Context: an optimization exercise on an open-source flow, tuned for small area, a short achievable clock period and few clock cycles per item. The choices shown serve that exercise and are no tape-out recipe. RTL that was checked went through simulation tests only; none was proved equivalent to the original. No functional check of the RTL was part of runs 1 to 4.

<file path="flow/config.mk">
export PLATFORM = sky130hd
export DESIGN_NAME = modular_exponentiation
export DESIGN_NICKNAME = modular_exponentiation
export VERILOG_FILES = /design/flow/design.v
export SDC_FILE = /design/flow/constraint.sdc
export NUM_CORES = 4
export LEC_CHECK = 0
export CAP_MARGIN = 20
export CORE_MARGIN = 2
export CORE_UTILIZATION = 40
export SLEW_MARGIN = 20
</file>
<file path="flow/constraint.sdc">
create_clock -name core_clock -period 10.0 [get_ports {clk}]
set_input_delay 2.0000 -clock core_clock [delete_from_list [all_inputs] [get_ports {clk}]]
set_output_delay 2.0000 -clock core_clock [all_outputs]
set_load 0.01 [all_outputs]
</file>
<file path="flow/design.v">
`default_nettype none
package mexp_pkg;
  localparam int FIELD_W     = 62;
  localparam int IN_TDATA_W  = 192;
  localparam int OUT_TDATA_W = 64;
  localparam int PC_W        = 4;
  typedef logic [PC_W-1:0] pc_t;
  localparam pc_t STEP_IDLE     = 4'd0;
  localparam pc_t STEP_CHK_EXP  = 4'd1;
  localparam pc_t STEP_CHK_MOD  = 4'd2;
  localparam pc_t STEP_MOD      = 4'd3;
  localparam pc_t STEP_MOD_DONE = 4'd4;
  localparam pc_t STEP_LOOP     = 4'd5;
  localparam pc_t STEP_SETUP_A  = 4'd6;
  localparam pc_t STEP_MUL_A    = 4'd7;
  localparam pc_t STEP_STORE_A  = 4'd8;
  localparam pc_t STEP_SETUP_B  = 4'd9;
  localparam pc_t STEP_MUL_B    = 4'd10;
  localparam pc_t STEP_STORE_B  = 4'd11;
  localparam pc_t STEP_EMIT     = 4'd12;
  localparam pc_t STEP_RETURN   = 4'd13;
  typedef logic [3:0] op_t;
  localparam op_t OP_NOP = 4'd0;
  localparam op_t OP_LOAD = 4'd1;
  localparam op_t OP_SET_ONE = 4'd2;
  localparam op_t OP_CLR_ACC = 4'd3;
  localparam op_t OP_MOD_STEP = 4'd4;
  localparam op_t OP_MOD_DONE = 4'd5;
  localparam op_t OP_SETUP_A = 4'd6;
  localparam op_t OP_MUL_STEP = 4'd7;
  localparam op_t OP_STORE_A = 4'd8;
  localparam op_t OP_SETUP_B = 4'd9;
  localparam op_t OP_STORE_B = 4'd10;
  localparam op_t OP_EMIT = 4'd11;
  typedef logic [3:0] cond_t;
  localparam cond_t C_ALWAYS = 4'd0;
  localparam cond_t C_NO_INPUT = 4'd1;
  localparam cond_t C_EXP_ZERO = 4'd2;
  localparam cond_t C_MOD_ZERO = 4'd3;
  localparam cond_t C_CNT_MORE = 4'd4;
  localparam cond_t C_EBIT_CLEAR = 4'd5;
  localparam cond_t C_MUL_MORE = 4'd6;
  localparam cond_t C_EXP_MORE = 4'd7;
  localparam cond_t C_OUT_BUSY = 4'd8;
  typedef struct packed {
    op_t   op;
    cond_t cond;
    pc_t   target;
  } ctrl_t;
endpackage
`default_nettype wire
`default_nettype none
module mexp_add_mod #(
  parameter int WIDTH = 62
) (
  input  wire logic [WIDTH-1:0] x,
  input  wire logic [WIDTH-1:0] y,
  input  wire logic [WIDTH-1:0] m,
  output logic      [WIDTH-1:0] s
);
  logic [WIDTH:0] sum;
  logic [WIDTH:0] diff;
  always_comb begin
    sum  = {1'b0, x} + {1'b0, y};
    diff = sum - {1'b0, m};
    if (sum >= {1'b0, m}) begin
      s = diff[WIDTH-1:0];
    end else begin
      s = sum[WIDTH-1:0];
    end
  end
endmodule
`default_nettype wire
`default_nettype none
module modular_exponentiation #(
  parameter int WIDTH = 62,
  parameter int R     = 2
) (
  input  wire logic                                 clk,
  input  wire logic                                 rst_n,
  input  wire logic                                 in_tvalid,
  output logic                                      in_tready,
  input  wire logic [mexp_pkg::IN_TDATA_W-1:0]      in_tdata,
  output logic                                      out_tvalid,
  input  wire logic                                 out_tready,
  output logic      [mexp_pkg::OUT_TDATA_W-1:0]     out_tdata
);
  localparam int N  = 62;
  localparam int PW = 65;            
  localparam int FW = mexp_pkg::FIELD_W;
  typedef enum logic [3:0] {
    ST_IDLE  = 4'd0,
    ST_CHECK = 4'd1,
    ST_NORM  = 4'd2,
    ST_SETUP = 4'd3,
    ST_STEP  = 4'd4,
    ST_CPA   = 4'd5,
    ST_FIX   = 4'd6,
    ST_SHR   = 4'd7,
    ST_EMIT  = 4'd8
  } state_t;
  localparam logic [1:0] OP_RED = 2'd0;
  localparam logic [1:0] OP_SQR = 2'd1;
  localparam logic [1:0] OP_MUL = 2'd2;
  state_t            st_r;
  logic              in_ready_r;
  logic              out_valid_r;
  logic [1:0]        op_r;
  logic              pend_mul_r;
  logic [N-1:0]      m_r;
  logic [N-1:0]      e_r;
  logic [N-1:0]      b_r;
  logic [N-1:0]      acc_r;
  logic [PW-1:0]     s_r;
  logic [PW-1:0]     c_r;
  logic [5:0]        sh_r;           
  logic [5:0]        ecnt_r;         
  logic [6:0]        idx_r;          
  logic [5:0]        ng_r;           
  logic [R-1:0]      yd_r;           
  logic              neg_r;
  assign in_tready  = in_ready_r;
  assign out_tvalid = out_valid_r;
  assign out_tdata  = {2'b00, acc_r};
  logic [N-1:0]      yv;
  logic [N+R-1:0]    yext;
  logic [R-1:0]      ynext;
  assign yv   = (op_r == OP_SQR) ? acc_r : b_r;
  assign yext = {yv, {R{1'b0}}};
  logic [6:0]      fidx;           
  logic [N+R-1:0]  ysh;
  assign ysh   = yext >> (fidx + 7'd1);
  assign ynext = ysh[R-1:0];
  logic [5:0] lo;
  assign lo = (op_r == OP_RED) ? 6'd0 : sh_r;
  logic [7:0] ndig;       
  logic [7:0] ngrp8;
  logic [7:0] itop8;
  logic [5:0] ngrp;
  logic [6:0] itop;
  assign ndig  = 8'd62 - {2'b00, lo};
  assign ngrp8 = (ndig + 8'(R - 1)) / 8'(R);
  assign itop8 = {2'b00, lo} + 8'(R) * ngrp8 - 8'd1;
  assign ngrp  = ngrp8[5:0];
  assign itop  = itop8[6:0];
  assign fidx  = (st_r == ST_SETUP) ? itop : idx_r;
  logic [PW-1:0] xs;
  assign xs = {3'b000, acc_r};
  logic          grp_b;
  assign grp_b = m_r[N-2];
  logic [PW-1:0] m_pos, m_neg1, m_neg2;
  assign m_pos  = {3'b000, m_r};
  assign m_neg1 = ~{3'b000, m_r};
  assign m_neg2 = ~{2'b00, m_r, 1'b0};
  logic [R:0][PW-1:0] ss;
  logic [R:0][PW-1:0] cs;
  always_comb begin
    logic [PW-1:0] a, b2, yx, s1, c1, v;
    logic [6:0]    t;
    logic          qm1, q1, q2, inj;
    ss[0] = s_r;
    cs[0] = c_r;
    for (int k = 0; k < R; k++) begin
      a  = ss[k] << 1;
      b2 = cs[k] << 1;
      yx = yd_r[R-1-k] ? xs : '0;
      t  = ss[k][63:57] + cs[k][63:57] + yx[64:58];
      qm1 = $signed(t) < -7'sd4;
      q2  = grp_b ? ($signed(t) >= 7'sd19) : ($signed(t) >= 7'sd13);
      q1  = !q2 && ($signed(t) >= 7'sd3);
      s1 = a ^ b2 ^ yx;
      c1 = ((a & b2) | (a & yx) | (b2 & yx)) << 1;
      inj = q1 | q2;
      c1[0] = inj;
      v = qm1 ? m_pos : (q1 ? m_neg1 : (q2 ? m_neg2 : '0));
      ss[k+1] = s1 ^ c1 ^ v;
      cs[k+1] = ((s1 & c1) | (s1 & v) | (c1 & v)) << 1;
    end
  end
  logic [PW-1:0] fs, fc, fsum;
  always_comb begin
    logic [PW-1:0] d;
    d   = neg_r ? m_pos : '0;
    fs  = s_r ^ c_r ^ d;
    fc  = ((s_r & c_r) | (s_r & d) | (c_r & d)) << 1;
    fsum = fs + fc;
  end
  state_t st_n;
  logic in_ready_n;
  logic out_valid_n;
  logic [1:0] op_n;
  logic pend_mul_n;
  logic [N-1:0] m_n;
  logic [N-1:0] e_n;
  logic [N-1:0] b_n;
  logic [N-1:0] acc_n;
  logic [PW-1:0] s_n;
  logic [PW-1:0] c_n;
  logic [5:0] sh_n;
  logic [5:0] ecnt_n;
  logic [6:0] idx_n;
  logic [5:0] ng_n;
  logic [R-1:0] yd_n;
  logic neg_n;
  always_comb begin
    st_n = st_r;
    in_ready_n = in_ready_r;
    out_valid_n = out_valid_r;
    op_n = op_r;
    pend_mul_n = pend_mul_r;
    m_n = m_r;
    e_n = e_r;
    b_n = b_r;
    acc_n = acc_r;
    s_n = s_r;
    c_n = c_r;
    sh_n = sh_r;
    ecnt_n = ecnt_r;
    idx_n = idx_r;
    ng_n = ng_r;
    yd_n = yd_r;
    neg_n = neg_r;
      case (st_r)
      ST_IDLE: begin
        if (in_tvalid) begin
          b_n         = in_tdata[WIDTH-1:0];
          e_n         = in_tdata[FW+WIDTH-1:FW];
          m_n         = in_tdata[2*FW+WIDTH-1:2*FW];
          acc_n       = 62'd1;
          sh_n        = '0;
          ecnt_n      = 6'd61;
          in_ready_n  = 1'b0;
          st_n        = ST_CHECK;
        end
      end
      ST_CHECK: begin
        if (e_r == '0) begin
          out_valid_n  = 1'b1;
          st_n         = ST_EMIT;
        end else if (m_r == '0) begin
          acc_n        = '0;
          out_valid_n  = 1'b1;
          st_n         = ST_EMIT;
        end else begin
          st_n  = ST_NORM;
        end
      end
      ST_NORM: begin
        if (!m_r[N-1]) begin
          m_n    = m_r << 1;
          acc_n  = acc_r << 1;
          sh_n   = sh_r + 6'd1;
        end
        if (!e_r[N-1]) begin
          e_n     = e_r << 1;
          ecnt_n  = ecnt_r - 6'd1;
        end
        if (m_r[N-1] && e_r[N-1]) begin
          op_n  = OP_RED;
          st_n  = ST_SETUP;
        end
      end
      ST_SETUP: begin
        idx_n  = itop - 7'(R);
        yd_n   = ynext;
        ng_n   = ngrp;
        s_n    = '0;
        c_n    = '0;
        neg_n  = 1'b0;
        st_n   = ST_STEP;
      end
      ST_STEP: begin
        s_n    = ss[R];
        c_n    = cs[R];
        yd_n   = ynext;
        idx_n  = idx_r - 7'(R);
        ng_n   = ng_r - 6'd1;
        if (ng_r == 6'd1) st_n  = ST_CPA;
      end
      ST_CPA, ST_FIX: begin
        acc_n  = fsum[N-1:0];
        if (op_r == OP_RED) b_n  = fsum[N-1:0];
        if (st_r == ST_CPA && fsum[PW-1]) begin
          neg_n  = 1'b1;
          st_n   = ST_FIX;
        end else begin
          if (op_r == OP_SQR && pend_mul_r) begin
            op_n  = OP_MUL;
            st_n  = ST_SETUP;
          end else if (ecnt_r != '0) begin
            e_n         = e_r << 1;
            ecnt_n      = ecnt_r - 6'd1;
            pend_mul_n  = e_r[N-2];
            op_n        = OP_SQR;
            st_n        = ST_SETUP;
          end else begin
            st_n  = ST_SHR;
          end
        end
      end
      ST_SHR: begin
        if (sh_r != '0) begin
          acc_n  = acc_r >> 1;
          sh_n   = sh_r - 6'd1;
        end
        if (sh_r <= 6'd1) begin
          out_valid_n  = 1'b1;
          st_n         = ST_EMIT;
        end
      end
      ST_EMIT: begin
        if (out_tready) begin
          out_valid_n  = 1'b0;
          in_ready_n   = 1'b1;
          st_n         = ST_IDLE;
        end
      end
      default: st_n  = ST_IDLE;
    endcase
  end
  always_ff @(posedge clk) begin
    if (!rst_n) begin
      st_r        <= ST_IDLE;
      in_ready_r  <= 1'b1;
      out_valid_r <= 1'b0;
    end else begin
      st_r        <= st_n;
      in_ready_r  <= in_ready_n;
      out_valid_r <= out_valid_n;
    end
  end
  always_ff @(posedge clk) begin
    op_r <= op_n;
    pend_mul_r <= pend_mul_n;
    m_r <= m_n;
    e_r <= e_n;
    b_r <= b_n;
    acc_r <= acc_n;
    s_r <= s_n;
    c_r <= c_n;
    sh_r <= sh_n;
    ecnt_r <= ecnt_n;
    idx_r <= idx_n;
    ng_r <= ng_n;
    yd_r <= yd_n;
    neg_r <= neg_n;
  end
endmodule
`default_nettype wire
</file>
<file path="flow/run.sh">
#!/bin/bash
# synth_recipe.tcl (not shown) runs the flow's synth.tcl, then flattens the netlist and writes it again
# the make line also repeats each setting of config.mk as NAME=value (left out here)
make -C /OpenROAD-flow-scripts/flow DESIGN_CONFIG=/design/flow/config.mk WORK_HOME=/design/flow/orfs CLKGATE_MAP_FILE= SYNTH_SCRIPT=/design/flow/synth_recipe.tcl finish
</file>
==> impl_metrics.env, run 1 <==
export IMPL_grt_max_degree=81
export IMPL_worstMarginPinSlew_ps=1144
export IMPL_async_flop_share_pct=0
export IMPL_maxCapViolCount=0
export IMPL_hpwl_mm=77.91
export IMPL_worstHoldPathCells=1
export IMPL_relSlewSlack_pct=23.72
export IMPL_startpoint_type="flop"
export IMPL_core_um2=83950
export IMPL_final_cell_area_um2=39040
export IMPL_ys_flop_type="edfxtp_1"
export IMPL_synthCells=3325
export IMPL_grt_overflow=0
export IMPL_grt_pass1_vias=26680
export IMPL_drc=0
export IMPL_end_kind="flop"
export IMPL_place_gp_congestion=0.9162
export IMPL_status="timing/DRC/antenna clean"
export IMPL_dieArea_um2=87400
export IMPL_ys_warnings_count=1
export IMPL_insertion_delay_ps=630
export IMPL_num_vias=26450
export IMPL_slew_viol_final=0
export IMPL_hold_viol_final=0
export IMPL_finalClockSkew_ps=24.58
export IMPL_hold_start="in_ready_r$_SDFFE_PN1P_"
export IMPL_r2r_setup_slack_ps=1170
export IMPL_crit_required_ps=10360
export IMPL_yosysTopAreaCellShare_pct=36.01
export IMPL_grt_setup_unrepaired="false"
export IMPL_cp_slowest_cell="fa_1"
export IMPL_cp_max_fo=32
export IMPL_critPathMaxStageDelay_ps=600
export IMPL_finalCritPeriodShare_pct=88.33
export IMPL_grt_pass1_wl_mm=164.2
export IMPL_vias_per_cell=5.769
export IMPL_path_common_cell="fa_1"
export IMPL_ctsResizeCount=0
export IMPL_r2r_cells=30
export IMPL_setup_tns_ps=0
export IMPL_wl_per_cell_um=23.65
export IMPL_critPathKind="flop to flop"
export IMPL_arrival_ps=9200
export IMPL_period_needed_ps=8833
export IMPL_io_pins=262
export IMPL_routed_wl_mm=108.4
export IMPL_numPortBuffers=253
export IMPL_clock_sinks=414
export IMPL_crit_start="yd_r[1]$_SDFFCE_PP0P_"
export IMPL_syn_area_per_cell_um2=10.23
export IMPL_yosys_area_top_type="edfxtp_1"
export IMPL_r2r_start="yd_r[1]$_SDFFCE_PP0P_"
export IMPL_rows=106
export IMPL_die_h_um=295.6
export IMPL_drtIter0Drc=2273
export IMPL_synthTopCellsByArea="edfxtp_1 36%, fa_1 18%, nand2_1 5.6%"
export IMPL_postCtsSetupRepairBufs=0
export IMPL_cts_buffers=52
export IMPL_antenna_found_initial=4
export IMPL_yosys_register_bits=414
export IMPL_h_tree_depth=2
export IMPL_syn_to_final_growth_pct=14.76
export IMPL_die_x_um=295.6
export IMPL_yosysSeqAreaShare_pct=36.36
export IMPL_first_pass_iters=5
export IMPL_ant_nets=0
export IMPL_cts_root_buffer="clkbuf_16"
export IMPL_start_util_pct=40.52
export IMPL_syn_cell_area_um2=34020
export IMPL_min_path_type="flop to flop"
export IMPL_synth_common_cells="510 x nand2_1, 408 x edfxtp_1, 307 x fa_1"
export IMPL_path_clk_slew_ps=60
export IMPL_layout_drive_gt1_share_pct=5.855
export IMPL_n_fill_cell=7911
export IMPL_synth_edf_count=408
export IMPL_tritoncts="built"
export IMPL_clockBufferDepth=3
export IMPL_grt_usage_pct=24.75
export IMPL_fmax_mhz=113.2
export IMPL_placed_cell_area_um2=37360
export IMPL_finalSetupViolCount=0
export IMPL_synth_cell_types=84
export IMPL_ctsHoldBuffers=0
export IMPL_synthMostInstantiatedCell="nand2_1"
export IMPL_fin_nets=4007
final cells by class:
cell class	instances	area [µm²]	share of cell area, %
Antenna cell	1	2.502	0.006409
Clock buffer	67	1358	3.477
Clock inverter	30	317.8	0.8140
Inverter	283	1064	2.724
Multi-Input combinational cell	2359	19650	50.32
Sequential cell	414	12370	31.69
Tap cell	1134	1419	3.634
Timing Repair Buffer	297	2863	7.332
per-stage QoR:
step	util [%]	hold slack, ps	std cells	setup WS (ps)
2_1_floorplan	-	451.9	3326	342.5
3_3_place_gp	44.49	461.1	4487	1368
3_5_place_dp	44.50	447.0	4487	1307
4_1_cts	46.49	471.8	4584	1253
5_1_grt	46.50	480.6	4584	713.7
6_report	46.51	472.1	4585	1167
placed cells by master (no fill, tap or decap), drive strengths merged, types with 44 or more instances in the layout:
cell             n
fa             307
and3           133
a22oi           48
clkbuf          67
buf             44
inv            283
o21ai          222
xor2            44
mux2i           70
nor2           120
a22o            62
ha              97
clkdlybuf4s50  253
nand2          510
a21oi           98
and2            81
o221ai         119
edfxtp         408
layer usage:
layer / share of wire, % / vias to the layer above / wire, µm / track usage (%)
met5: 0.012 / - / 13 / 0
met4: 2.7 / 2 / 2930 / 7.020
met3: 9.2 / 147 / 9937 / 5.741
met2: 46 / 1112 / 50340 / 39.56
met1: 42 / 13240 / 45210 / 33.69
li1: - / 11960 / - / -
worst paths after layout:
path / endpoint
setup / recovery: s_r[28]$_SDFFCE_PN0P_
hold / removal: in_ready_r$_SDFFE_PN1P_
setup reg to reg: s_r[28]$_SDFFCE_PN0P_
hold reg to reg: in_ready_r$_SDFFE_PN1P_
registers in the layout (all words and copies together), names as in the netlist, 2 cells and up:
signal and flops:
acc_r 62, b_r 62, c_r 64, e_r 62, ecnt_r 6, idx_r 7, m_r 62, ng_r 6
op_r 2, s_r 65, sh_r 6, st_r 4, yd_r 2
critical path, delay by kind of cell, from the launching register on:
family / cells / cell delay (ps)
simple gates: 6 / 1440
compound gates: 10 / 2480
buf+inv: 5 / 1040
fa+ha+maj: 7 / 2750
xor+xnor: 2 / 380
flops: 1 / 420
logic make-up (layout without fill, tap and decap cells):
family	Yosys count	in the layout	share of synthesized area, %
flops	414	414	36.36
other cells	1	3	0.01102
buf+inv	553	677	6.388
compound gates	730	730	14.82
fa+ha+maj	404	404	21.63
simple gates	1028	1028	14.14
mux	107	107	4.310
xor+xnor	88	88	2.332
==> run 2: changes to the inputs <==
--- a/flow/config.mk
+++ b/flow/config.mk
@@ -9,3 +9,4 @@
 export CORE_MARGIN = 2
 export CORE_UTILIZATION = 40
+export SETUP_SLACK_MARGIN = 5
 export SLEW_MARGIN = 20
==> run 2 against run 1 <==
Against the previous run: utilization grew 4.3 points; non-clock buffer count grew 126; clock-buffer cell count shrank 1; sequential share of layout area shrank 2.7 points; register-to-register slack gained 1500 ps; cell area grew 9.1%; critical endpoint is now s_r[4]$_SDFFCE_PN0P_.
==> impl_metrics.env, run 2 <==
export IMPL_synthMostInstantiatedCell="nand2_1"
export IMPL_critPathMaxStageDelay_ps=560
export IMPL_dieArea_um2=87400
export IMPL_num_vias=27810
export IMPL_antenna_found_initial=5
export IMPL_synth_compound_area_share_pct=14.82
export IMPL_hpwl_mm=78.06
export IMPL_worstHoldPathCells=1
export IMPL_synthTopCellsByArea="edfxtp_1 36%, fa_1 18%, nand2_1 5.6%"
export IMPL_period_needed_ps=7326
export IMPL_syn_to_final_growth_pct=25.25
export IMPL_largest_reg_flops=65
export IMPL_grt_usage_pct=27.04
export IMPL_yosysSeqAreaShare_pct=36.36
export IMPL_status="timing/DRC/antenna clean"
export IMPL_reg2reg_to="s_r[4]$_SDFFCE_PN0P_"
export IMPL_r2r_start="yd_r[1]$_SDFFCE_PP0P_"
export IMPL_finalSetupViolCount=0
export IMPL_clock_sinks=414
export IMPL_layout_drive_gt1_share_pct=15.71
export IMPL_die_x_um=295.6
export IMPL_ant_nets=0
export IMPL_synth_simple_gate_area_share_pct=14.14
export IMPL_grt_pass1_wl_mm=177.7
export IMPL_end_kind="flop"
export IMPL_use_met3_pct=5.299
export IMPL_grt_pass1_vias=28040
export IMPL_fin_ws_ps=2674
export IMPL_min_path_type="flop to flop"
export IMPL_synth_top_family_by_area="adder cells"
export IMPL_insertion_delay_ps=640
export IMPL_synth_mux_area_share_pct=4.310
export IMPL_hold_viol_final=0
export IMPL_layout_common_cells="498 x nand2_1, 408 x edfxtp_1, 271 x inv_1"
export IMPL_ys_flop_type="edfxtp_1"
export IMPL_yosys_area_top_type="edfxtp_1"
export IMPL_startpoint_type="flop"
export IMPL_syn_area_per_cell_um2=10.23
export IMPL_grt_overflow=0
export IMPL_rows=106
export IMPL_top_usage_layer="met2"
export IMPL_relSlewSlack_pct=23.41
export IMPL_vias_per_cell=5.908
export IMPL_yosysTopAreaCellShare_pct=36.01
export IMPL_ctsHoldBuffers=0
export IMPL_routed_wl_mm=118.5
export IMPL_cp_max_fo=8
export IMPL_numPortBuffers=253
export IMPL_met2_usage_pct=43.38
export IMPL_ys_warnings_count=1
export IMPL_drtIter0Drc=2484
export IMPL_finalCritPeriodShare_pct=73.26
export IMPL_top_register="s_r"
export IMPL_path_common_cell="fa_2"
export IMPL_fin_nets=4133
export IMPL_largestRegisters="s_r x65, c_r x64"
export IMPL_synth_common_cells="510 x nand2_1, 408 x edfxtp_1, 307 x fa_1"
export IMPL_cts_buffers=50
export IMPL_setup_tns_ps=0
export IMPL_slew_viol_final=0
export IMPL_crit_required_ps=10370
export IMPL_use_met1_pct=36.39
export IMPL_cp_slowest_cell="fa_1"
export IMPL_n_fill_cell=7490
export IMPL_first_pass_iters=6
export IMPL_wl_per_cell_um=25.19
export IMPL_io_pins=262
export IMPL_crit_start="yd_r[1]$_SDFFCE_PP0P_"
export IMPL_r2r_setup_slack_ps=2670
export IMPL_syn_cell_area_um2=34020
export IMPL_pre_cts_slack_ps=1357
export IMPL_maxCapViolCount=0
export IMPL_path_clk_slew_ps=60
export IMPL_arrival_ps=7700
export IMPL_fmax_mhz=136.5
export IMPL_tritoncts="built"
export IMPL_grt_max_degree=77
export IMPL_drc=0
export IMPL_worstMarginPinSlew_ps=1149
export IMPL_r2r_cells=32
export IMPL_start_util_pct=40.52
export IMPL_die_h_um=295.6
export IMPL_final_common_cell="nand2_1"
export IMPL_place_gp_congestion=0.9222
export IMPL_critPathKind="flop to flop"
export IMPL_cts_root_buffer="clkbuf_16"
export IMPL_async_flop_share_pct=0
export IMPL_core_um2=83950
export IMPL_synth_fa_ha_area_share_pct=21.63
export IMPL_synth_xor_xnor_area_share_pct=2.332
export IMPL_grt_setup_unrepaired="true"
export IMPL_yosys_register_bits=414
export IMPL_synthCells=3325
export IMPL_synth_edf_count=408
export IMPL_finalClockSkew_ps=46.12
export IMPL_clockBufferDepth=3
export IMPL_crit_end="s_r[4]$_SDFFCE_PN0P_"
export IMPL_synth_cell_types=84
export IMPL_h_tree_depth=2
-- run 2: cell counts after synthesis --
No cell type changed its count.
-- run 2: worst min-delay path by stage --
stage / start / slack (ps) / endpoint
4_1_cts: in_ready_r$_SDFFE_PN1P_ / 470 / in_ready_r$_SDFFE_PN1P_
3_3_place_gp: in_ready_r$_SDFFE_PN1P_ / 440 / in_ready_r$_SDFFE_PN1P_
3_5_place_dp: in_ready_r$_SDFFE_PN1P_ / 450 / in_ready_r$_SDFFE_PN1P_
6_report: in_ready_r$_SDFFE_PN1P_ / 460 / in_ready_r$_SDFFE_PN1P_
2_1_floorplan: e_r[60]$_DFFE_PP_ / 450 / pend_mul_r$_DFFE_PP_
5_1_grt: in_ready_r$_SDFFE_PN1P_ / 480 / in_ready_r$_SDFFE_PN1P_
-- run 2: kinds of logic (layout without fill, tap and decap cells) --
kind of cell / after synthesis / after routing
muxes: 107 / 107
DFF: 414 / 414
buffers and inverters: 553 / 796
other: 1 / 3
adders and majority gates: 404 / 404
xor gates and xnor gates: 88 / 88
AOI/OAI and AO/OA: 730 / 730
and+or+nand+nor: 1028 / 1030
-- run 2: critical path: cells and delay by family, from the launching register on --
family	cells	cell delay [ps]
flip-flops	1	430
adder cells (fa/ha/maj)	8	2870
AO/OA/AOI/OAI	8	1610
buffers and inverters	6	770
XOR/XNOR	3	550
AND/OR/NAND/NOR	7	840
-- run 2: layout make-up --
| cell class | instances | area (µm²) | share of cell area (%) |
|---|---|---|---|
| Antenna cell | 1 | 2.502 | 0.005872 |
| Clock buffer | 66 | 1384 | 3.247 |
| Clock inverter | 24 | 250.2 | 0.5872 |
| Inverter | 283 | 1064 | 2.496 |
| Multi-Input combinational cell | 2361 | 21460 | 50.35 |
| Sequential cell | 414 | 12370 | 29.03 |
| Tap cell | 1134 | 1419 | 3.330 |
| Timing Repair Buffer | 423 | 4667 | 10.95 |
-- run 2: metal layers --
metal / wire length [µm] / part of all wire, % / vias to the layer above
met5: 65 / 0.055 / -
met4: 4901 / 4.1 / 10
met3: 10080 / 8.5 / 257
met2: 54890 / 46 / 1261
met1: 48590 / 41 / 14040
li1: - / - / 12230
-- run 2: repair_timing --
item,in CTS,in global routing
resized for setup,270,61
setup buffers,81,28
gates cloned,23,1
pin swaps,109,63
setup endpoints to repair,210,209
-- run 2: metrics by stage --
stage          cells  utilization, %  instance area, µm²  hold slack (ps)
4_1_cts         4676           50.03               42000            465.1
2_1_floorplan   3326               -               34550            451.9
3_5_place_dp    4482           44.88               37680            446.3
6_report        4706           50.76               42610            459.3
3_3_place_gp    4482           44.88               37680            435.6
5_1_grt         4705           50.76               42610            481.8
==> run 3: changes to the inputs <==
--- a/flow/design.v
+++ b/flow/design.v
@@ -153,29 +153,53 @@
   assign m_neg1 = ~{3'b000, m_r};
   assign m_neg2 = ~{2'b00, m_r, 1'b0};
+  function automatic logic [2:0] qsel(input logic [6:0] st, input logic [6:0] ct,
+                                      input logic y, input logic [3:0] xt, input logic gb);
+    logic [6:0] t;
+    logic       qm1, q1, q2;
+    t   = st + ct + (y ? {3'b000, xt} : 7'd0);
+    qm1 = $signed(t) < -7'sd4;
+    q2  = gb ? ($signed(t) >= 7'sd19) : ($signed(t) >= 7'sd13);
+    q1  = !q2 && ($signed(t) >= 7'sd3);
+    qsel = {qm1, q1, q2};
+  endfunction
+  logic [2:0]         q0_r, q0_n;
   logic [R:0][PW-1:0] ss;
   logic [R:0][PW-1:0] cs;
+  logic [R:0][2:0]    qs;
+  logic [R:0]         yk;
   always_comb begin
-    logic [PW-1:0] a, b2, yx, s1, c1, v;
-    logic [6:0]    t;
-    logic          qm1, q1, q2, inj;
-    ss[0] = s_r;
-    cs[0] = c_r;
-    for (int k = 0; k < R; k++) begin
-      a  = ss[k] << 1;
-      b2 = cs[k] << 1;
-      yx = yd_r[R-1-k] ? xs : '0;
-      t  = ss[k][63:57] + cs[k][63:57] + yx[64:58];
-      qm1 = $signed(t) < -7'sd4;
-      q2  = grp_b ? ($signed(t) >= 7'sd19) : ($signed(t) >= 7'sd13);
-      q1  = !q2 && ($signed(t) >= 7'sd3);
-      s1 = a ^ b2 ^ yx;
-      c1 = ((a & b2) | (a & yx) | (b2 & yx)) << 1;
-      inj = q1 | q2;
-      c1[0] = inj;
-      v = qm1 ? m_pos : (q1 ? m_neg1 : (q2 ? m_neg2 : '0));
-      ss[k+1] = s1 ^ c1 ^ v;
-      cs[k+1] = ((s1 & c1) | (s1 & v) | (c1 & v)) << 1;
+    for (int k = 0; k < R; k++) yk[k] = yd_r[R-1-k];
+    yk[R] = ynext[R-1];
+  end
+  assign ss[0] = s_r;
+  assign cs[0] = c_r;
+  assign qs[0] = q0_r;
+  logic [3:0][8:0] tv;
+  assign tv[0] = 9'd0;
+  assign tv[1] = m_pos[63:55];
+  assign tv[2] = m_neg1[63:55];
+  assign tv[3] = m_neg2[63:55];
+  for (genvar k = 0; k < R; k++) begin : g_step
+    logic [PW-1:0]   a, b2, yx, s1, c1, v;
+    logic [11:0]     cq;
+    assign a  = {ss[k][PW-2:0], 1'b0};
+    assign b2 = {cs[k][PW-2:0], 1'b0};
+    assign yx = yk[k] ? xs : '0;
+    assign s1 = a ^ b2 ^ yx;
+    assign c1 = {((a[PW-2:0] & b2[PW-2:0]) | (a[PW-2:0] & yx[PW-2:0]) | (b2[PW-2:0] & yx[PW-2:0])),
+                 qs[k][1] | qs[k][0]};
+    assign v  = qs[k][2] ? m_pos : (qs[k][1] ? m_neg1 : (qs[k][0] ? m_neg2 : '0));
+    assign ss[k+1] = s1 ^ c1 ^ v;
+    assign cs[k+1] = {((s1[PW-2:0] & c1[PW-2:0]) | (s1[PW-2:0] & v[PW-2:0]) | (c1[PW-2:0] & v[PW-2:0])), 1'b0};
+    for (genvar j = 0; j < 4; j++) begin : g_cand
+      logic [8:0] ns, nc;
+      assign ns = s1[63:55] ^ c1[63:55] ^ tv[j];
+      assign nc = {((s1[62:55] & c1[62:55]) | (s1[62:55] & tv[j][7:0]) | (c1[62:55] & tv[j][7:0])), 1'b0};
+      assign cq[3*j +: 3] = qsel(ns[8:2], nc[8:2], yk[k+1], acc_r[61:58], grp_b);
     end
+    assign qs[k+1] = qs[k][2] ? cq[5:3] : (qs[k][1] ? cq[8:6] : (qs[k][0] ? cq[11:9] : cq[2:0]));
   end
+  logic [2:0] qfirst;
+  assign qfirst = qsel(7'd0, 7'd0, ynext[R-1], acc_r[61:58], grp_b);
   logic [PW-1:0] fs, fc, fsum;
   always_comb begin
@@ -221,4 +245,5 @@
     yd_n = yd_r;
     neg_n = neg_r;
+    q0_n = q0_r;
       case (st_r)
       ST_IDLE: begin
@@ -264,4 +289,5 @@
         idx_n  = itop - 7'(R);
         yd_n   = ynext;
+        q0_n   = qfirst;
         ng_n   = ngrp;
         s_n    = '0;
@@ -273,4 +299,5 @@
         s_n    = ss[R];
         c_n    = cs[R];
+        q0_n   = qs[R];
         yd_n   = ynext;
         idx_n  = idx_r - 7'(R);
@@ -345,4 +372,5 @@
     yd_r <= yd_n;
     neg_r <= neg_n;
+    q0_r <= q0_n;
   end
 endmodule
==> run 3 against run 2 <==
Against the previous run: via count rose by 18%; first-iteration DRC count rose by 34%; critical path type unchanged; cell area rose by 14%; critical endpoint is now q0_r[0]$_DFFE_PP_; critical path depth fell by 4.
==> impl_metrics.env, run 3 <==
export IMPL_grt_pass1_vias=32210
export IMPL_placed_cell_area_um2=43420
export IMPL_end_kind="flop"
export IMPL_period_needed_ps=6105
export IMPL_n_fill_cell=8753
export IMPL_multi_input_area_um2=26290
export IMPL_num_vias=32890
export IMPL_ff_latch_area_um2=12480
export IMPL_antennaDiodeCount=0
export IMPL_synth_edf_count=411
export IMPL_startpoint_type="flop"
export IMPL_yosys_area_top_type="edfxtp_1"
export IMPL_synth_simple_gate_area_share_pct=15.00
export IMPL_io_pins=262
export IMPL_grt_overflow=0
export IMPL_layout_drive_gt1_share_pct=17.47
export IMPL_synth_top_family_by_area="adder cells"
export IMPL_vias_per_cell=5.991
export IMPL_largestRegisters="s_r x65, c_r x64"
export IMPL_cp_max_fo=8
export IMPL_synth_fa_ha_area_share_pct=24.55
export IMPL_async_flop_share_pct=0
export IMPL_worstHoldEndpoint="out_valid_r$_SDFFE_PN0P_"
export IMPL_synthCells=3945
export IMPL_fin_util_pct=50.21
export IMPL_fmax_mhz=163.8
export IMPL_worstHoldPathCells=1
export IMPL_cts_buffers=52
export IMPL_antenna_found_initial=6
export IMPL_synthTopCellsByArea="edfxtp_1 32%, fa_1 20%, nand2_1 5.5%"
export IMPL_hold_viol_final=0
export IMPL_relSlewSlack_pct=22.39
export IMPL_r2r_cells=28
export IMPL_fin_ws_ps=3895
export IMPL_grt_pass1_wl_mm=207.9
export IMPL_r2r_setup_slack_ps=3890
export IMPL_critPathKind="flop to flop"
export IMPL_ys_flop_type="edfxtp_1"
export IMPL_cts_root_buffer="clkbuf_16"
export IMPL_yosys_register_bits=417
export IMPL_syn_cell_area_um2=38970
export IMPL_first_pass_iters=8
export IMPL_rows=114
export IMPL_largest_reg_flops=65
export IMPL_ys_warnings_count=1
export IMPL_finalCritPeriodShare_pct=61.05
export IMPL_fin_nets=4906
export IMPL_pre_cts_slack_ps=2514
export IMPL_synth_cell_types=93
export IMPL_drtIter0Drc=3322
export IMPL_layout_common_cells="506 x nand2_1, 411 x edfxtp_1, 386 x inv_1"
export IMPL_min_path_type="flop to flop"
export IMPL_finalSetupViolCount=0
export IMPL_maxCapViolCount=0
export IMPL_synthMostInstantiatedCell="nand2_1"
export IMPL_arrival_ps=6470
export IMPL_synth_xor_xnor_area_share_pct=2.472
export IMPL_insertion_delay_ps=640
export IMPL_final_cell_area_um2=48490
export IMPL_path_clk_slew_ps=70
export IMPL_ctsHoldBuffers=0
export IMPL_synth_compound_area_share_pct=14.23
export IMPL_finalClockSkew_ps=19.67
export IMPL_yosysTopAreaCellShare_pct=31.67
export IMPL_crit_required_ps=10370
export IMPL_core_um2=96570
export IMPL_numPortBuffers=253
export IMPL_drc=0
export IMPL_hold_start="out_valid_r$_SDFFE_PN0P_"
export IMPL_die_h_um=316.2
export IMPL_start_util_pct=40.36
export IMPL_final_common_cell="nand2_1"
export IMPL_ant_nets=0
export IMPL_status="timing/DRC/antenna clean"
export IMPL_hpwl_mm=95.71
export IMPL_h_tree_depth=2
export IMPL_grt_usage_pct=27.69
export IMPL_synth_common_cells="570 x nand2_1, 411 x edfxtp_1, 397 x inv_1"
export IMPL_setup_tns_ps=0
export IMPL_clock_sinks=417
export IMPL_syn_area_per_cell_um2=9.880
export IMPL_grt_max_degree=82
export IMPL_critPathMaxStageDelay_ps=470
export IMPL_yosysSeqAreaShare_pct=31.97
export IMPL_tritoncts="built"
export IMPL_synth_mux_area_share_pct=4.767
export IMPL_grt_setup_unrepaired="true"
export IMPL_routed_wl_mm=141.4
export IMPL_dieArea_um2=99950
export IMPL_syn_to_final_growth_pct=24.41
export IMPL_worstMarginPinSlew_ps=1153
export IMPL_top_register="s_r"
export IMPL_wl_per_cell_um=25.76
export IMPL_r2r_start="st_r[2]$_SDFFE_PN0P_"
export IMPL_reg2reg_to="q0_r[0]$_DFFE_PP_"
export IMPL_die_x_um=316.2
export IMPL_place_gp_congestion=0.9428
export IMPL_clockBufferDepth=3
export IMPL_cp_slowest_cell="fa_1"
export IMPL_slew_viol_final=0
## run 3: kinds of logic after synthesis
group	after synthesis
and+or+nand+nor	1232
adders and majority gates	536
DFF	417
xor gates and xnor gates	110
other	1
AOI/OAI and AO/OA	803
buffers and inverters	695
muxes	151
## run 3: per-layer routing
| metal | up-vias | share of wire [%] | track usage, % |
|---|---|---|---|
| met5 | - | 0.045 | 0 |
| met4 | 10 | 3.9 | 10.17 |
| met3 | 268 | 10 | 5.742 |
| met2 | 1649 | 45 | 42.71 |
| met1 | 16620 | 41 | 38.52 |
| li1 | 14340 | - | - |
## run 3: worst max-delay path by stage
stage / startpoint / to / depth (start not counted) / slack [ps]
2_1_floorplan: st_r[3]$_SDFFE_PN0P_ / q0_r[1]$_DFFE_PP_ / 32 / 3780
3_3_place_gp: q0_r[2]$_SDFFCE_PN0P_ / q0_r[1]$_DFFE_PP_ / 19 / 2560
3_5_place_dp: q0_r[2]$_SDFFCE_PN0P_ / q0_r[1]$_DFFE_PP_ / 19 / 2510
4_1_cts: st_r[3]$_SDFFE_PN0P_ / q0_r[0]$_DFFE_PP_ / 28 / 4020
5_1_grt: st_r[2]$_SDFFE_PN0P_ / q0_r[1]$_DFFE_PP_ / 27 / 3740
6_report: st_r[2]$_SDFFE_PN0P_ / q0_r[0]$_DFFE_PP_ / 28 / 3890
## run 3: final cells by class
type                            count  share of cell area, %
Inverter                          403                  3.189
Clock buffer                       61                  2.797
Timing Repair Buffer              458                  10.04
Sequential cell                   417                  25.73
Multi-Input combinational cell   2841                  54.22
Clock inverter                     33                 0.7225
Timing Repair inverter              1               0.007741
Tap cell                         1276                  3.293
## run 3: timing repair
action / 4_1_cts / 5_1_grt
resized for setup: 182 / 139
buffers inserted: 70 / 67
pin swaps: 63 / 82
setup endpoints to repair: 263 / 270
gates cloned: 20 / 8
## run 3: through the flow
step                hold WS, ps  instances
floorplan                 450.9       3946
global placement          516.1       5230
detailed placement        518.6       5231
CTS                       535.4       5415
global route              545.8       5490
finish                    531.4       5490
## run 3: worst max-delay path: cells and delay by family (launching register included)
family                   cells  cell delay, ps
AND/OR/NAND/NOR              8            1630
AO/OA/AOI/OAI                9            1580
adder cells (fa/ha/maj)      4            1200
multiplexers                 2             430
buffers and inverters        4             420
flip-flops                   1             350
XOR/XNOR                     1             220
==> run 4: changes to the inputs <==
--- a/flow/design.v
+++ b/flow/design.v
@@ -158,7 +158,7 @@
     logic       qm1, q1, q2;
     t   = st + ct + (y ? {3'b000, xt} : 7'd0);
-    qm1 = $signed(t) < -7'sd4;
-    q2  = gb ? ($signed(t) >= 7'sd19) : ($signed(t) >= 7'sd13);
-    q1  = !q2 && ($signed(t) >= 7'sd3);
+    qm1 = (t ^ 7'h40) < 7'd60;
+    q2  = gb ? ((t ^ 7'h40) >= 7'd83) : ((t ^ 7'h40) >= 7'd77);
+    q1  = !q2 && ((t ^ 7'h40) >= 7'd67);
     qsel = {qm1, q1, q2};
   endfunction
--- a/flow/config.mk
+++ b/flow/config.mk
@@ -9,4 +9,3 @@
 export CORE_MARGIN = 2
 export CORE_UTILIZATION = 40
-export SETUP_SLACK_MARGIN = 5
 export SLEW_MARGIN = 20
==> run 4 against run 3 <==
Against the previous run: largest cell class unchanged; first-iteration DRC count decreased by 9.6%; die area decreased by 0.72%; still clean on timing, DRC and antenna; wire length decreased by 8.4%.
==> impl_metrics.env, run 4 <==
export IMPL_worstMarginPinSlew_ps=1103
export IMPL_syn_to_final_growth_pct=14.46
export IMPL_rows=114
export IMPL_die_x_um=315.0
export IMPL_largestRegisters="s_r x65, c_r x64"
export IMPL_place_gp_congestion=0.9333
export IMPL_ctsHoldBuffers=0
export IMPL_h_tree_depth=2
export IMPL_status="timing/DRC/antenna clean"
export IMPL_cp_max_fo=25
export IMPL_relSlewSlack_pct=25.80
export IMPL_grt_usage_pct=26.20
export IMPL_finalCritPeriodShare_pct=81.03
export IMPL_postCtsSetupRepairBufs=0
export IMPL_ant_nets=0
export IMPL_synthTopCellsByArea="edfxtp_1 32%, fa_1 20%, ha_1 5.0%"
export IMPL_syn_area_per_cell_um2=10.07
export IMPL_grt_setup_unrepaired="false"
export IMPL_cts_buffers=53
export IMPL_synthMostInstantiatedCell="nand2_1"
export IMPL_wl_per_cell_um=24.65
export IMPL_finalClockSkew_ps=19.71
export IMPL_synth_common_cells="480 x nand2_1, 411 x edfxtp_1, 391 x inv_1"
export IMPL_core_um2=96280
export IMPL_grt_max_degree=117
export IMPL_grt_pass1_vias=30730
export IMPL_top_register="s_r"
export IMPL_cp_slowest_cell="dfxtp_1"
export IMPL_fmax_mhz=123.4
export IMPL_syn_cell_area_um2=38690
export IMPL_hold_viol_final=0
export IMPL_yosys_area_top_type="edfxtp_1"
export IMPL_routed_wl_mm=129.6
export IMPL_arrival_ps=8480
export IMPL_end_kind="flop"
export IMPL_ys_flop_type="edfxtp_1"
export IMPL_critPathKind="flop to flop"
export IMPL_antenna_found_initial=2
export IMPL_fin_nets=4670
export IMPL_dp_cells=5158
export IMPL_layout_common_cells="476 x nand2_1, 411 x edfxtp_1, 390 x inv_1"
export IMPL_clockBufferDepth=3
export IMPL_insertion_delay_ps=640
export IMPL_async_flop_share_pct=0
export IMPL_num_vias=30580
export IMPL_start_util_pct=40.19
export IMPL_period_needed_ps=8103
export IMPL_maxCapViolCount=0
export IMPL_yosysTopAreaCellShare_pct=31.90
export IMPL_grt_overflow=0
export IMPL_first_pass_iters=6
export IMPL_drc=0
export IMPL_slew_viol_final=0
export IMPL_antennaDiodeCount=0
export IMPL_largest_reg_flops=65
export IMPL_critPathMaxStageDelay_ps=670
export IMPL_die_h_um=315.0
export IMPL_crit_required_ps=10380
export IMPL_finalSetupViolCount=0
export IMPL_io_pins=262
export IMPL_numPortBuffers=253
export IMPL_cts_root_buffer="clkbuf_16"
export IMPL_synthCells=3844
export IMPL_layout_drive_gt1_share_pct=7.360
export IMPL_instances_no_fill=5257
export IMPL_vias_per_cell=5.816
export IMPL_tritoncts="built"
export IMPL_clock_sinks=417
export IMPL_ys_warnings_count=1
export IMPL_setup_tns_ps=0
export IMPL_dieArea_um2=99230
export IMPL_ctsResizeCount=0
export IMPL_synth_edf_count=411
export IMPL_startpoint_type="flop"
export IMPL_yosysSeqAreaShare_pct=32.21
export IMPL_final_common_cell="nand2_1"
export IMPL_drtIter0Drc=3003
export IMPL_grt_pass1_wl_mm=195.6
export IMPL_hpwl_mm=96.55
export IMPL_synth_cell_types=79
export IMPL_yosys_register_bits=417
export IMPL_path_clk_slew_ps=60
export IMPL_min_path_type="flop to flop"
## run 4: cell count changes after synthesis, sizes merged, moves of 9 or more
cell    delta
nand3     -28
clkbuf    +15
o22ai     +57
o221ai    -54
buf       -16
nand2     -90
a221oi     -9
mux2      +51
nor2       -9
o21ai     +14
and3      -15
inv       -10
## run 4: stage by stage
step                area [µm²]  setup slack (ps)  hold WS [ps]  util [%]
floorplan                38700             268.6         451.4         -
global placement         42440              2105         499.5     44.08
detailed placement       42440              2030         501.4     44.08
CTS                      44290              1995         517.8     46.00
global route             44290              1379         529.0     46.00
finish                   44290              1897         519.8     46.00
## run 4: area by class of cell
class	instances	area, µm²
clock buffer	61	1356
clock inverter	38	488.0
fill	9118	51990
inverter	395	1484
multi-input combinational	2742	23780
sequential	417	12460
tap	1276	1597
timing repair buffer	328	3120
## run 4: path summary, 6_finish.rpt
kind                                               start                        to  slack [ps]  cells past startpoint
worst max register to register      st_r[1]$_SDFFE_PN0P_         q0_r[0]$_DFFE_PN_        1900                     31
worst max-delay path                st_r[1]$_SDFFE_PN0P_         q0_r[0]$_DFFE_PN_        1900                     31
worst min-delay path            out_valid_r$_SDFFE_PN0P_  out_valid_r$_SDFFE_PN0P_         520                      2
worst min register to register  out_valid_r$_SDFFE_PN0P_  out_valid_r$_SDFFE_PN0P_         520                      2
## run 4: cells by family after synthesis
logic type | count (synthesis) | share of synthesized area [%]
xor gates and xnor gates | 123 | 2.784
muxes | 206 | 6.616
buffers and inverters | 686 | 6.801
DFF | 417 | 32.21
adders and majority gates | 537 | 24.78
other | 1 | 0.009692
and+or+nand+nor | 1084 | 13.33
AOI/OAI and AO/OA | 790 | 13.47
## run 4: critical path, delay by kind of cell (launching register included)
| kind | cells | cell delay (ps) |
|---|---|---|
| compound gates | 8 | 1470 |
| xor+xnor | 1 | 240 |
| fa+ha+maj | 4 | 1460 |
| buf+inv | 6 | 1170 |
| flops | 1 | 670 |
| mux | 3 | 900 |
| simple gates | 9 | 1900 |
## run 4: per-layer routing
layer | part of all wire (%) | track usage [%]
met3 | 6.4 | 3.460
met2 | 49 | 43.86
met1 | 39 | 33.20
met4 | 5.9 | 13.40
met5 | 0.025 | 0
==> run 5: changes to the inputs <==
--- a/flow/design.v
+++ b/flow/design.v
@@ -94,4 +94,5 @@
     ST_NORM  = 4'd2,
     ST_SETUP = 4'd3,
+    ST_SETUP2 = 4'd9,
     ST_STEP  = 4'd4,
     ST_CPA   = 4'd5,
@@ -119,4 +120,5 @@
   logic [5:0]        ng_r;           
   logic [R-1:0]      yd_r;           
+  logic [R-1:0]      yn_r;           
   logic              neg_r;
   assign in_tready  = in_ready_r;
@@ -170,5 +172,5 @@
   always_comb begin
     for (int k = 0; k < R; k++) yk[k] = yd_r[R-1-k];
-    yk[R] = ynext[R-1];
+    yk[R] = yn_r[R-1];
   end
   assign ss[0] = s_r;
@@ -201,5 +203,5 @@
   end
   logic [2:0] qfirst;
-  assign qfirst = qsel(7'd0, 7'd0, ynext[R-1], acc_r[61:58], grp_b);
+  assign qfirst = qsel(7'd0, 7'd0, yn_r[R-1], acc_r[61:58], grp_b);
   logic [PW-1:0] fs, fc, fsum;
   always_comb begin
@@ -226,4 +228,5 @@
   logic [5:0] ng_n;
   logic [R-1:0] yd_n;
+  logic [R-1:0] yn_n;
   logic neg_n;
   always_comb begin
@@ -244,4 +247,5 @@
     ng_n = ng_r;
     yd_n = yd_r;
+    yn_n = yn_r;
     neg_n = neg_r;
     q0_n = q0_r;
@@ -288,10 +292,16 @@
       ST_SETUP: begin
         idx_n  = itop - 7'(R);
-        yd_n   = ynext;
-        q0_n   = qfirst;
+        yn_n   = ynext;
         ng_n   = ngrp;
         s_n    = '0;
         c_n    = '0;
         neg_n  = 1'b0;
+        st_n   = ST_SETUP2;
+      end
+      ST_SETUP2: begin
+        yd_n   = yn_r;
+        yn_n   = ynext;
+        idx_n  = idx_r - 7'(R);
+        q0_n   = qfirst;
         st_n   = ST_STEP;
       end
@@ -300,5 +310,6 @@
         c_n    = cs[R];
         q0_n   = qs[R];
-        yd_n   = ynext;
+        yd_n   = yn_r;
+        yn_n   = ynext;
         idx_n  = idx_r - 7'(R);
         ng_n   = ng_r - 6'd1;
@@ -371,4 +382,5 @@
     ng_r <= ng_n;
     yd_r <= yd_n;
+    yn_r <= yn_n;
     neg_r <= neg_n;
     q0_r <= q0_n;
==> run 5 against run 4 <==
Against the previous run: cell area is 1.7% lower; via count is 2.5% lower; final cell count is 1.4% lower; wire length is 1.9% lower; clock skew is 9.4 ps higher; global-route usage is 0.41 points lower; critical endpoint is now s_r[55]$_SDFFCE_PN0P_; highest routed layer is now met4.
==> impl_metrics.env, run 5 <==
export IMPL_status="timing/DRC/antenna clean"
export IMPL_startpoint_type="flop"
export IMPL_synth_common_cells="531 x nand2_1, 413 x edfxtp_1, 391 x inv_1"
export IMPL_synthTopCellsByArea="edfxtp_1 32%, fa_1 20%, nand2_1 5.2%"
export IMPL_hold_viol_final=0
export IMPL_ctsResizeCount=0
export IMPL_end_kind="flop"
export IMPL_core_um2=94870
export IMPL_final_cell_area_um2=43550
export IMPL_routed_wl_mm=127.1
export IMPL_critPathMaxStageDelay_ps=960
export IMPL_finalClockSkew_ps=29.09
export IMPL_grt_pass1_wl_mm=190.7
export IMPL_drtIter0Drc=2797
export IMPL_ys_flop_type="edfxtp_1"
export IMPL_grt_overflow=0
export IMPL_grt_setup_unrepaired="false"
export IMPL_start_util_pct=40.26
export IMPL_syn_to_final_growth_pct=14.02
export IMPL_hpwl_mm=95.17
export IMPL_largest_reg_flops=65
export IMPL_yosys_register_bits=419
export IMPL_ff_latch_area_um2=12520
export IMPL_ant_nets=0
export IMPL_grt_max_degree=114
export IMPL_postCtsSetupRepairBufs=0
export IMPL_antenna_found_initial=1
export IMPL_syn_cell_area_um2=38200
export IMPL_grt_pass1_vias=29930
export IMPL_path_common_cell="fa_1"
export IMPL_n_fill_cell=9010
export IMPL_first_pass_iters=6
export IMPL_tritoncts="built"
export IMPL_slew_viol_final=0
export IMPL_die_x_um=313.0
export IMPL_synth_edf_count=413
export IMPL_dp_cells=5090
export IMPL_yosysTopAreaCellShare_pct=32.47
export IMPL_fin_util_pct=45.91
export IMPL_synthCells=3771
export IMPL_multi_input_area_um2=23270
export IMPL_die_h_um=313.0
export IMPL_worstMarginPinSlew_ps=1102
export IMPL_yosysSeqAreaShare_pct=32.78
export IMPL_cts_buffers=50
export IMPL_h_tree_depth=2
export IMPL_vias_per_cell=5.750
export IMPL_fmax_mhz=141.4
export IMPL_synthMostInstantiatedCell="nand2_1"
export IMPL_fin_nets=4610
export IMPL_final_common_cell="nand2_1"
export IMPL_arrival_ps=7450
export IMPL_yosys_area_top_type="edfxtp_1"
export IMPL_relSlewSlack_pct=26.42
export IMPL_layout_drive_gt1_share_pct=5.639
export IMPL_maxCapViolCount=0
export IMPL_setup_tns_ps=0
export IMPL_async_flop_share_pct=0
export IMPL_finalCritPeriodShare_pct=70.73
export IMPL_clockBufferDepth=3
export IMPL_io_pins=262
export IMPL_largestRegisters="s_r x65, c_r x64"
export IMPL_num_vias=29820
export IMPL_path_clk_slew_ps=60
export IMPL_clock_sinks=419
export IMPL_placed_cell_area_um2=41860
export IMPL_ctsHoldBuffers=0
export IMPL_instances_no_fill=5186
export IMPL_numPortBuffers=253
export IMPL_place_gp_congestion=0.9214
export IMPL_layout_common_cells="529 x nand2_1, 413 x edfxtp_1, 390 x inv_1"
export IMPL_wl_per_cell_um=24.50
export IMPL_finalSetupViolCount=0
export IMPL_cp_slowest_cell="nor4bb_4"
export IMPL_crit_required_ps=10380
export IMPL_cts_root_buffer="clkbuf_16"
export IMPL_critPathKind="flop to flop"
export IMPL_crit_path_cell_trace="buf_4 > nand2_1 > fa_1 > fa_1 > fa_1 > inv_1 > ha_1 > inv_1 > fa_1 > xor2_1 > or2_1 > o31a_1 > and3_1 > or4b_1 > nor4bb_4 > buf_12 > o221ai_1 > fa_1 > and3_1"
export IMPL_grt_usage_pct=25.79
export IMPL_synth_cell_types=95
export IMPL_period_needed_ps=7073
export IMPL_min_path_type="flop to flop"
export IMPL_ys_warnings_count=1
export IMPL_insertion_delay_ps=630
export IMPL_rows=113
export IMPL_dieArea_um2=97980
export IMPL_top_register="s_r"
export IMPL_cp_max_fo=58
export IMPL_drc=0
export IMPL_syn_area_per_cell_um2=10.13
==> run 5: cell types whose count changed in the layout (fill, tap and decap cells not counted), moves of 9 or more <==
cell	delta
o22ai_1	-72
o221ai_1	+55
nand2_1	+53
mux2_2	-49
a21oi_1	-17
a21o_1	-16
buf_4	-15
nor2_1	+14
and3_1	-10
clkinv_1	+9
nand4_1	-9
o21ai_0	+9
==> run 5: cell type report <==
class                           instances  area share (%)
Antenna cell                            2         0.01149
Clock buffer                           55           2.916
Clock inverter                         39          0.9538
Inverter                              397           3.433
Multi-Input combinational cell       2697           53.44
Sequential cell                       419           28.75
Tap cell                             1265           3.634
Timing Repair Buffer                  312           6.861
==> run 5: worst max-delay path: cells and delay by family, from the launching register on <==
family,cells,cell delay [ps]
buffers and inverters,4,1160
XOR/XNOR,1,200
adder cells (fa/ha/maj),6,2630
AND/OR/NAND/NOR,6,1900
AO/OA/AOI/OAI,2,500
flip-flops,1,400
==> run 5: cells by family (layout without fill, tap and decap cells) <==
group | Yosys count | in the layout | share of synthesized area [%]
multiplexers | 160 | 160 | 5.212
AO/OA/AOI/OAI | 761 | 761 | 13.65
adder cells (fa/ha/maj) | 537 | 537 | 25.10
buffers and inverters | 656 | 803 | 6.709
AND/OR/NAND/NOR | 1116 | 1116 | 13.74
other | 1 | 4 | 0.009818
XOR/XNOR | 121 | 121 | 2.794
flip-flops | 419 | 419 | 32.78
==> run 5: worst paths after layout <==
check                           slack, ps  cells past startpoint               endpoint                   from
worst min register to register        440                      0      yd_r[0]$_DFFE_PN_  yn_r[0]$_SDFFCE_PP0P_
worst max-delay path                 2930                     19  s_r[55]$_SDFFCE_PN0P_      yd_r[1]$_DFFE_PN_
worst max register to register       2930                     19  s_r[55]$_SDFFCE_PN0P_      yd_r[1]$_DFFE_PN_
worst min-delay path                  440                      0      yd_r[0]$_DFFE_PN_  yn_r[0]$_SDFFCE_PP0P_
==> run 5: through the flow <==
stage / setup slack (ps) / hold WS (ps)
after floorplan: 353.9 / 400.3
after global placement: 3042 / 406.7
after detailed placement: 3039 / 406.5
after CTS: 2978 / 441.5
after global routing: 2537 / 455.0
final: 2927 / 439.0
==> run 5: metal layers <==
metal,track usage (%),part of all wire [%]
met5,0,0
met4,9.896,4.4
met3,3.632,6.3
met2,45.35,51
met1,32.06,39
Testbench counts of run 5, summed over its fixed seeds: cycles 601,749, items 192.
==> run 6: changes to the inputs <==
--- a/flow/config.mk
+++ b/flow/config.mk
@@ -9,3 +9,4 @@
 export CORE_MARGIN = 2
 export CORE_UTILIZATION = 40
+export SETUP_SLACK_MARGIN = 5
 export SLEW_MARGIN = 20
==> run 6 against run 5 <==
Against the previous run: still clean; synthesized cell count is the same; first-iteration DRC count grew 3.0%; non-clock buffer count grew 135; register-to-register slack gained 1300 ps; global-route usage grew 2.2 points; final cell count grew 2.6%; die area is the same; via count grew 3.1%; flip-flop and latch count is the same; largest cell class unchanged; highest routed layer is now met5.
==> impl_metrics.env, run 6 <==
export IMPL_grt_pass1_wl_mm=204.9
export IMPL_largest_reg_flops=65
export IMPL_insertion_delay_ps=650
export IMPL_grt_pass1_vias=31310
export IMPL_slew_viol_final=0
export IMPL_wl_per_cell_um=26.05
export IMPL_synth_cell_types=95
export IMPL_place_gp_congestion=0.9204
export IMPL_fin_util_pct=50.03
export IMPL_grt_setup_unrepaired="true"
export IMPL_met3_length_mm=9.971
export IMPL_critPathBufInv=11
export IMPL_min_path_type="flop to flop"
export IMPL_drc=0
export IMPL_numPortBuffers=253
export IMPL_vias_per_cell=5.779
export IMPL_first_pass_iters=5
export IMPL_hpwl_mm=95.85
export IMPL_critPathMaxStageDelay_ps=460
export IMPL_cp_slowest_cell="fa_2"
export IMPL_yosys_area_top_type="edfxtp_1"
export IMPL_fin_nets=4745
export IMPL_wl_met2_mm=68.41
export IMPL_fin_ws_ps=4224
export IMPL_setup_tns_ps=0
export IMPL_met1Wirelength_mm=52.32
export IMPL_worstMarginPinSlew_ps=1096
export IMPL_placed_cell_area_um2=42710
export IMPL_antenna_found_initial=4
export IMPL_top_register="s_r"
export IMPL_synthMostInstantiatedCell="nand2_1"
export IMPL_cp_max_fo=6
export IMPL_syn_to_final_growth_pct=24.26
export IMPL_rows=113
export IMPL_finalCritPeriodShare_pct=57.76
export IMPL_synthTopCellsByArea="edfxtp_1 32%, fa_1 20%, nand2_1 5.2%"
export IMPL_path_common_cell="buf_12"
export IMPL_num_vias=30750
export IMPL_maxCapViolCount=0
export IMPL_die_x_um=313.0
export IMPL_crit_required_ps=10380
export IMPL_core_um2=94870
export IMPL_routed_top_layer="met5"
export IMPL_end_kind="flop"
export IMPL_clockBufferDepth=3
export IMPL_period_needed_ps=5776
export IMPL_die_h_um=313.0
export IMPL_async_flop_share_pct=0
export IMPL_ys_warnings_count=1
export IMPL_ant_nets=0
export IMPL_tritoncts="built"
export IMPL_final_common_cell="nand2_1"
export IMPL_cp_top_family="adder cells"
export IMPL_layout_drive_gt1_share_pct=15.67
export IMPL_hold_viol_final=0
export IMPL_largestRegisters="s_r x65, c_r x64"
export IMPL_syn_cell_area_um2=38200
export IMPL_startpoint_type="flop"
export IMPL_grt_overflow=0
export IMPL_synthCells=3771
export IMPL_layout_common_cells="517 x nand2_1, 413 x edfxtp_1, 369 x inv_1"
export IMPL_path_clk_slew_ps=60
export IMPL_cts_buffers=50
export IMPL_final_cell_area_um2=47460
export IMPL_yosys_register_bits=419
export IMPL_yosysTopAreaCellShare_pct=32.47
export IMPL_yosysSeqAreaShare_pct=32.78
export IMPL_cts_root_buffer="clkbuf_16"
export IMPL_clock_sinks=419
export IMPL_synth_common_cells="531 x nand2_1, 413 x edfxtp_1, 391 x inv_1"
export IMPL_drtIter0Drc=2882
export IMPL_synth_edf_count=413
export IMPL_start_util_pct=40.26
export IMPL_pre_cts_slack_ps=2851
export IMPL_status="timing/DRC/antenna clean"
export IMPL_h_tree_depth=2
export IMPL_routed_wl_mm=138.6
export IMPL_relSlewSlack_pct=26.90
export IMPL_syn_area_per_cell_um2=10.13
export IMPL_finalSetupViolCount=0
export IMPL_dieArea_um2=97980
export IMPL_critPathKind="flop to flop"
export IMPL_fmax_mhz=173.1
export IMPL_grt_usage_pct=28.02
export IMPL_io_pins=262
export IMPL_arrival_ps=6150
export IMPL_ys_flop_type="edfxtp_1"
export IMPL_grt_max_degree=108
export IMPL_finalClockSkew_ps=37.03
-- run 6: changes by cell type in the layout (fill, tap and decap cells not counted), sizes merged, moves of 2 or more --
cell and change:
buf +122, bufbuf +7, clkbuf +5, inv -2
-- run 6: path summary, 6_finish.rpt --
path                              start  slack (ps)                 to  cells past startpoint
hold reg to reg   yn_r[0]$_SDFFCE_PP0P_         440  yd_r[0]$_DFFE_PN_                      0
setup reg to reg      yd_r[1]$_DFFE_PN_        4220  q0_r[0]$_DFFE_PN_                     26
hold / removal    yn_r[0]$_SDFFCE_PP0P_         440  yd_r[0]$_DFFE_PN_                      0
setup / recovery      yd_r[1]$_DFFE_PN_        4220  q0_r[0]$_DFFE_PN_                     26
-- run 6: what timing repair did --
item                                    CTS  global route
hold buffers                              0             0
endpoints found under the hold margin     0             0
pin swaps                                68            54
endpoints found under the setup margin  224           270
gates cloned                             22             5
buffers inserted                         63            30
resized for setup                       205            86
-- run 6: final cells by class --
cell class                      count  area, µm²
Sequential cell                   419      12520
Multi-Input combinational cell   2697      25190
Tap cell                         1265       1583
Antenna cell                        3      7.507
Clock inverter                     39      440.4
Timing Repair Buffer              447       4911
Inverter                          397       1544
Clock buffer                       54       1266
Fill cell                        8594      47410
-- run 6: routing by layer --
layer / track usage, % / vias to the layer above
met2: 48.07 / 1252
met1: 34.19 / 15480
met5: 0 / -
li1: - / 13710
met3: 4.850 / 308
met4: 13.54 / 2
-- run 6: kinds of logic (layout without fill, tap and decap cells) --
kind of cell	after synthesis	in the layout	share of synthesized area (%)
buffers and inverters	656	937	6.709
adders and majority gates	537	537	25.10
other	1	5	0.009818
muxes	160	160	5.212
AOI/OAI and AO/OA	761	761	13.65
and+or+nand+nor	1116	1116	13.74
xor gates and xnor gates	121	121	2.794
DFF	419	419	32.78
-- run 6: stage by stage --
step,instances,hold WS [ps]
2_1_floorplan,3772,400.3
3_3_place_gp,5105,426.3
3_5_place_dp,5105,426.1
4_1_cts,5283,447.7
5_1_grt,5319,452.6
6_report,5321,435.9

[re-timing with driven ports]
Ports are ideal in the flow. The routed layouts listed here were re-timed in OpenROAD. Step 1 (the two cells are an assumption about what drives the block):
set clk [get_ports {clk}]
set_driving_cell -lib_cell sky130_fd_sc_hd__clkbuf_16 $clk
set_driving_cell -lib_cell sky130_fd_sc_hd__buf_2 [delete_from_list [all_inputs] $clk]
Step 2 adds t to the input delays and takes it off the output delays; t is the mean of the earliest and latest rising clock arrival at the registers after step 1. Input paths then give back, and output paths get back, about the clock's delay inside the block. a / b / c = no drivers / after step 1 / after step 2; a / b = the first two.
run	t, ns	setup slack, ns	worst setup path at the end
run 1	0.678	1.167 / 1.167 / 1.167	register to register
run 2	0.680	2.674 / 2.674 / 2.674	register to register
run 3	0.698	3.895 / 3.895 / 3.895	register to register
run 4	0.694	1.897 / 1.897 / 1.897	register to register
run 5	0.692	2.927 / 2.927 / 2.927	register to register
run 6	0.706	4.224 / 4.224 / 4.224	register to register
After both steps setup and hold are still met in every run listed.
